This design comes from an exercise in tuning for small area on the open sky130 flow, not from production work.
The RTL was checked by simulation tests, not by an equivalence proof against the original design.
Power figures rest on the tool's default switching activity, not on a simulated workload.

==> flow/design.v <==
`timescale 1ns/1ps
module bus_subsystem (
  input  logic        ck,
  input  logic        rst,
  output logic        master_in_notify,
  input  logic        master_in_sync,
  input  logic        master_in_trans,
  input  logic [31:0] master_in_addr,
  input  logic [31:0] master_in_data,
  output logic        master_out_notify,
  input  logic        master_out_sync,
  output logic        master_out_ack,
  output logic [31:0] master_out_data
);
  localparam logic [8*32-1:0] rom_words = {
    32'h8000_0000, 32'h7fff_ffff, 32'ha5a5_5a5a, 32'h0f0f_0f0f,
    32'hffff_0000, 32'h89ab_cdef, 32'h1234_5678, 32'h0000_0001
  };
  localparam logic [7:0] wport0 = 8'b0001_0001;
  localparam logic [7:0] wport1 = 8'b0001_0001;
  localparam logic [7:0] wport2 = 8'b0000_0001;
  localparam logic [7:0] rport0 = 8'b0101_0101;
  localparam logic [7:0] rport1 = 8'b0001_0001;
  localparam logic [7:0] rport2 = 8'b0001_0001;
  logic        in_n;     
  logic        out_n;    
  logic [2:0]  cnt;      
  logic [1:0]  win_q;
  logic [2:0]  off_q;
  logic        wr_q;
  logic        reg_q;    
  logic        ack_q;
  logic [2:0]  t;
  logic [31:0] r;
  logic        accept;
  logic        mapped;
  logic [1:0]  in_win;
  logic [2:0]  in_off;
  logic        busy;
  logic [2:0]  a;
  assign accept = in_n & master_in_sync;
  assign mapped = ~|master_in_addr[31:5];
  assign in_win = master_in_addr[4:3];
  assign in_off = master_in_addr[2:0];
  assign busy   = ~in_n & ~out_n;
  assign a      = off_q + t;      
  always_ff @(posedge ck or posedge rst) begin
    if (rst) begin
      in_n  <= 1'b1;
      out_n <= 1'b0;
      reg_q <= 1'b0;
      t     <= '0;
    end else begin
      t <= t + 3'd1;
      if (accept) begin
        in_n  <= 1'b0;
        out_n <= ~mapped;
        reg_q <= mapped & (in_win != 2'd3);
      end else if (out_n) begin
        if (master_out_sync) begin
          out_n <= 1'b0;
          in_n  <= 1'b1;
        end
      end else if (busy && cnt == '0) begin
        out_n <= 1'b1;
      end
    end
  end
  always_ff @(posedge ck) begin
    if (accept) begin
      case (in_win)
        2'd1:    cnt <= 3'd3;
        2'd2:    cnt <= 3'd6;
        default: cnt <= 3'd1;
      endcase
      win_q <= in_win;
      off_q <= in_off;
      wr_q  <= master_in_trans;
      ack_q <= master_in_trans & mapped & (in_win == 2'd3);
    end else begin
      cnt <= cnt - 3'd1;
    end
  end
  logic [31:0] m0 [8];
  logic [31:0] m1 [8];
  logic [31:0] m2 [8];
  logic [7:0]  v0, v1, v2;
  logic [7:0]  ws0, ws1, ws2;    
  logic [7:0]  wh0, wh1, wh2;    
  logic [7:0]  wn0, wn1, wn2;    
  logic        reg_n, wr_n;
  logic [1:0]  win_n;
  logic [2:0]  a_n;              
  logic [7:0]  rs0, rs1, rs2;    
  logic [7:0]  rn0, rn1, rn2;    
  logic [7:0]  vn0, vn1, vn2;    
  logic        rd_n;
  logic [31:0] cap;
  always_comb begin
    for (int p = 0; p < 8; p++) begin
      wn0[p] = wport0[p] && reg_n && wr_n && win_n == 2'd0 && a_n == 3'(p - 1);
      wn1[p] = wport1[p] && reg_n && wr_n && win_n == 2'd1 && a_n == 3'(p - 1);
      wn2[p] = wport2[p] && reg_n && wr_n && win_n == 2'd2 && a_n == 3'(p - 1);
      rn0[p] = rport0[p] && rd_n && win_n == 2'd0 && a_n == 3'(p) && vn0[p];
      rn1[p] = rport1[p] && rd_n && win_n == 2'd1 && a_n == 3'(p) && vn1[p];
      rn2[p] = rport2[p] && rd_n && win_n == 2'd2 && a_n == 3'(p) && vn2[p];
    end
    cap = '0;
    for (int p = 0; p < 8; p++) begin
      if (rs0[p]) cap = cap | m0[p];
      if (rs1[p]) cap = cap | m1[p];
      if (rs2[p]) cap = cap | m2[p];
    end
  end
  always_comb begin
    for (int p = 0; p < 8; p++) begin
      vn0[p] = ws0[p] | v0[(p + 7) % 8];
      vn1[p] = ws1[p] | v1[(p + 7) % 8];
      vn2[p] = ws2[p] | v2[(p + 7) % 8];
    end
  end
  assign reg_n = accept ? (mapped & (in_win != 2'd3)) : reg_q;
  assign wr_n  = accept ? master_in_trans : wr_q;
  assign rd_n  = reg_n & ~wr_n;
  assign win_n = accept ? in_win : win_q;
  assign a_n   = (accept ? in_off : off_q) + t + 3'd1;
  always_ff @(posedge ck or posedge rst) begin
    if (rst) begin
      ws0 <= '0;
      ws1 <= '0;
      ws2 <= '0;
      rs0 <= '0;
      rs1 <= '0;
      rs2 <= '0;
    end else begin
      ws0 <= wn0;
      ws1 <= wn1;
      ws2 <= wn2;
      rs0 <= rn0;
      rs1 <= rn1;
      rs2 <= rn2;
    end
  end
  always_ff @(posedge ck) begin
    wh0 <= ~wn0;
    wh1 <= ~wn1;
    wh2 <= ~wn2;
  end
  always_ff @(posedge ck or posedge rst) begin
    if (rst) begin
      v0 <= '0;
      v1 <= '0;
      v2 <= '0;
    end else begin
      v0 <= vn0;
      v1 <= vn1;
      v2 <= vn2;
    end
  end
  always_ff @(posedge ck) begin
    for (int p = 0; p < 8; p++) begin
      m0[p] <= ({32{ws0[p]}} & r) | ({32{wh0[p]}} & m0[(p + 7) % 8]);
      m1[p] <= ({32{ws1[p]}} & r) | ({32{wh1[p]}} & m1[(p + 7) % 8]);
      m2[p] <= ({32{ws2[p]}} & r) | ({32{wh2[p]}} & m2[(p + 7) % 8]);
    end
  end
  always_ff @(posedge ck) begin
    if (accept) begin
      if (master_in_trans) begin
        r <= master_in_data;
      end else if (mapped && in_win == 2'd3) begin
        r <= rom_words[32*in_off +: 32];
      end else begin
        r <= '0;
      end
    end else begin
      r <= r | cap;
    end
  end
  assign master_in_notify  = in_n;
  assign master_out_notify = out_n;
  assign master_out_ack    = ack_q;
  assign master_out_data   = wr_q ? '0 : r;
endmodule
Settings: LEC_CHECK=0, CAP_MARGIN=20, CORE_MARGIN=2, CORE_UTILIZATION=40, SLEW_MARGIN=20; clock period 4.0 ns.
standard.sh (not shown) runs the stock make flow with config.mk's settings and CLKGATE_MAP_FILE= SYNTH_SCRIPT=/design/flow/synth_recipe.tcl, a recipe that flattens the netlist after the stock synthesis.
==> flow/flow/run.sh <==
#!/bin/bash
# The standard layout (standard.sh, unchanged synthesis, floorplan, power grid
# and routing), with two steps tuned for cell area:
#  - port buffers use the smallest buffer (every port still gets one),
#  - clock tree: clkbuf_4 sink clusters, no dummy loads,

# make's output goes to flow_make.log; ORFS's per-step logs stay in orfs/logs.
set -euo pipefail
bash standard.sh \
  "BUFFER_PORTS_ARGS=-buffer_cell sky130_fd_sc_hd__buf_1" \
  "CTS_ARGS=-sink_clustering_enable -repair_clock_nets -buf_list sky130_fd_sc_hd__clkbuf_4 -sink_clustering_size 10 -sink_clustering_max_diameter 40 -dont_use_dummy_load" \
  finish > flow_make.log 2>&1
Rerun with:
--- a/flow/flow/run.sh
+++ b/flow/flow/run.sh
@@ -5 +5 @@
-#  - clock tree: clkbuf_4 sink clusters, no dummy loads,
+#  - clock tree: clkbuf_8 sink clusters, no dummy loads,
@@ -11 +11 @@
-  "CTS_ARGS=-sink_clustering_enable -repair_clock_nets -buf_list sky130_fd_sc_hd__clkbuf_4 -sink_clustering_size 10 -sink_clustering_max_diameter 40 -dont_use_dummy_load" \
+  "CTS_ARGS=-sink_clustering_enable -repair_clock_nets -buf_list sky130_fd_sc_hd__clkbuf_8 -sink_clustering_size 18 -sink_clustering_max_diameter 50 -dont_use_dummy_load" \
Non-clock buffer count is unchanged.
Synthesized area stays the same.
Setup slack improved by 0.17 ns.
Total power climbs by 0.42%.
Worst hold slack improved by 0.12 ns.
Design area hardly moves.
Clock-buffer cell count drops by 46.
Combinational power hardly moves.


Setup of v27:
Another version of the RTL of bus_subsystem (not shown whole).
Size in the first run: about 1400 cells after synthesis, about 21000 µm² of cells after synthesis.
export LEC_CHECK = 0
export CAP_MARGIN = 20
export CORE_MARGIN = 2
export CORE_UTILIZATION = 60
export PLACE_DENSITY = 0.7
export SLEW_MARGIN = 20
create_clock -name core_clock -period 4.0 [get_ports {ck}]
==> flow/flow/run.sh <==
#!/bin/bash
# The standard layout (standard.sh: ORFS floorplan, power grid, placement,
# routing) with these changes for cell area:
#  - synthesis: the standard flow's script, but ABC maps for area (flow/synth.tcl),
#  - port buffers use the smallest buffer (every port still gets one),
#  - clock tree: clkbuf_8 sink clusters, no dummy loads.
# make's output goes to flow_make.log; ORFS's per-step logs stay in orfs/logs.
set -euo pipefail
here=$(pwd)
export AREA_ABC_SCRIPT=$here/flow/abc_area.script
bash standard.sh \
  "SYNTH_SCRIPT=$here/flow/synth.tcl" \
  "BUFFER_PORTS_ARGS=-buffer_cell sky130_fd_sc_hd__buf_1" \
  "CTS_ARGS=-sink_clustering_enable -repair_clock_nets -buf_list sky130_fd_sc_hd__clkbuf_8 -sink_clustering_size 20 -sink_clustering_max_diameter 55 -dont_use_dummy_load" \
  finish > flow_make.log 2>&1
==> flow/flow/abc_area.script <==
&get -n
&st
&dch -f
&nf -a -R 1000
&st
&dch -f
&nf -a -R 1000
&put
==> flow/flow/synth.tcl <==
# The standard flow's synthesis script (synth_recipe.tcl) with one change: ABC maps the
# combinational logic with an area-oriented script (abc_area.script beside
# this file) in place of ORFS's speed script. Everything else, flip-flop
# mapping included, is the standard synthesis, so the registers are the same.
proc synth {args} { yosys synth -nofsm -noshare {*}$args }
proc abc {args} {
  set i [lsearch -exact $args -script]
  if { $i >= 0 } { lset args [expr {$i + 1}] $::env(AREA_ABC_SCRIPT) }
  yosys abc {*}$args
}
source $::env(SCRIPTS_DIR)/synth.tcl
# left out here: clear keep_hierarchy, flatten, clean up, hide names made inside functions, write 1_2_yosys.v
For v57, these inputs were changed with respect to v27:
Settings: changing CORE_UTILIZATION from 60 to 40; removing PLACE_DENSITY (formerly 0.7).
v57 finished end to end and its layout was clean on timing, DRC and antenna.
The flow did not stop early for v27: all stages ran, and the layout cleared the timing, design-rule and antenna checks.
Number of global-route vias before repair essentially unchanged between v57 and v27.
Compared to v27, the routing of v57 uses more wire.
[compare] base=v27 new=v57: largest incremental delay on the critical path shows a reduction of 0.34 ns; minimum clock period after layout saw a decrease; non-clock buffer count now smaller; leakage power roughly the same; global-route wire length before repair rose by 2200 µm.
v57 — design area 260 µm² higher, v27 as reference
Sort v57 and v27 by post-route fraction of the period consumed by the critical path asc -> top: v57
Input changes introduced in v21 (baseline for comparison: v57):
Settings: PLACE_DENSITY: unset -> 0.7; CORE_UTILIZATION: 40 -> 55.
==> flow/flow/run.sh <==
#!/bin/bash
# The standard layout (standard.sh: ORFS floorplan, power grid, placement,
# routing) with these changes for cell area:
#  - synthesis: the standard flow's script, but ABC maps for area (flow/synth.tcl) and
#    small adders are left to ABC instead of half/full-adder cells,
#  - port buffers use the smallest buffer (every port still gets one),
#  - clock tree: clkbuf_8 sink clusters, no dummy loads.
# make's output goes to flow_make.log; ORFS's per-step logs stay in orfs/logs.
set -euo pipefail
here=$(pwd)
export AREA_ABC_SCRIPT=$here/flow/abc_area.script
bash standard.sh \
  "SYNTH_SCRIPT=$here/flow/synth.tcl" \
  "ADDER_MAP_FILE=" \
  "BUFFER_PORTS_ARGS=-buffer_cell sky130_fd_sc_hd__buf_1" \
  "CTS_ARGS=-sink_clustering_enable -repair_clock_nets -buf_list sky130_fd_sc_hd__clkbuf_8 -sink_clustering_size 20 -sink_clustering_max_diameter 65 -dont_use_dummy_load" \
  finish > flow_make.log 2>&1
==> flow/flow/abc_area.script <==
&get -n
&st
&dch
&nf -a -R 1000 -F 20 -A 20
&put
From v57 to v21 the numbers moved as follows: number of tap instances -212, combinational group share of total power fell by 1.2 points, relative slew slack fell by 15 points, global-route usage rose 4.9 points.
Higher routability-driven placement congestion ratio was reported by v57, not v21.
From v57 to v21 the numbers moved as follows: power density over cell area climbed 8.1 nW/µm²; total vias in the final route fell by 2.9%.
What v8 does differently from v21 at the input level:
Settings: PLACE_DENSITY now 0.5, was 0.7; CORE_UTILIZATION now 40, was 55.
--- a/flow/flow/run.sh
+++ b/flow/flow/run.sh
@@ -14,4 +14,4 @@
   "ADDER_MAP_FILE=" \
   "BUFFER_PORTS_ARGS=-buffer_cell sky130_fd_sc_hd__buf_1" \
-  "CTS_ARGS=-sink_clustering_enable -repair_clock_nets -buf_list sky130_fd_sc_hd__clkbuf_8 -sink_clustering_size 20 -sink_clustering_max_diameter 65 -dont_use_dummy_load" \
+  "CTS_ARGS=-sink_clustering_enable -repair_clock_nets -buf_list sky130_fd_sc_hd__clkbuf_8 -sink_clustering_size 19 -sink_clustering_max_diameter 65 -dont_use_dummy_load" \
   finish > flow_make.log 2>&1
Findings:
Summary of the comparison: clock-buffer cell count is higher in v8, relative to v21.
Between v21 and v8, power per cell area is higher for v21, v8 comes in under that.
v21 -> v8: count of buffers not belonging to the clock network in the layout increased by a few percent
Compared to v21, v8 was floorplanned on a bigger die.
| slew at the pin closest to its max-slew limit | v8 vs v21 | 0.065 ns lower |

## static timing again, ports no longer ideal
In the flow no input, the clock included, has a driving cell. The finished layouts below were timed again as built, in two steps. Step 1 (the two cells are an assumption about what drives the block):
set clk [get_ports {ck}]
set_driving_cell -lib_cell sky130_fd_sc_hd__clkbuf_16 $clk
set_driving_cell -lib_cell sky130_fd_sc_hd__buf_2 [delete_from_list [all_inputs] $clk]
Step 2, shift: input delay + t, output delay - t, t = (earliest + latest rising clock arrival at the registers) / 2. This alone moves slack from input paths to output paths. a / b / c = ideal / step 1 / step 2; a / b = the first two.
| run | t (ns) | setup slack, ns | hold slack, ns | worst register clock-pin slew, ns |
|---|---|---|---|---|
| the first run of note 1 | 0.864 | 0.873 / 0.819 / 0.810 | 0.079 / 0.044 / 0.240 | 0.11 / 0.11 |
| the second run of note 1 | 0.724 | 1.043 / 0.989 / 0.813 | 0.201 / 0.166 / 0.286 | 0.11 / 0.11 |
| v27 | 0.654 | 0.714 / 0.738 / 0.084 | 0.208 / 0.182 / 0.273 | 0.12 / 0.12 |
| v57 | 0.681 | 1.002 / 1.002 / 0.509 | 0.198 / 0.162 / 0.290 | 0.11 / 0.11 |
| v21 | 0.651 | 1.125 / 1.116 / 0.500 | 0.191 / 0.161 / 0.323 | 0.12 / 0.12 |
| v8 | 0.690 | 0.979 / 0.979 / 0.489 | 0.200 / 0.167 / 0.290 | 0.12 / 0.12 |
After both steps every run listed still meets setup and hold. The setup slack of v27, which loses most, moves by +0.024 ns with the drivers and by -0.630 ns with both steps.
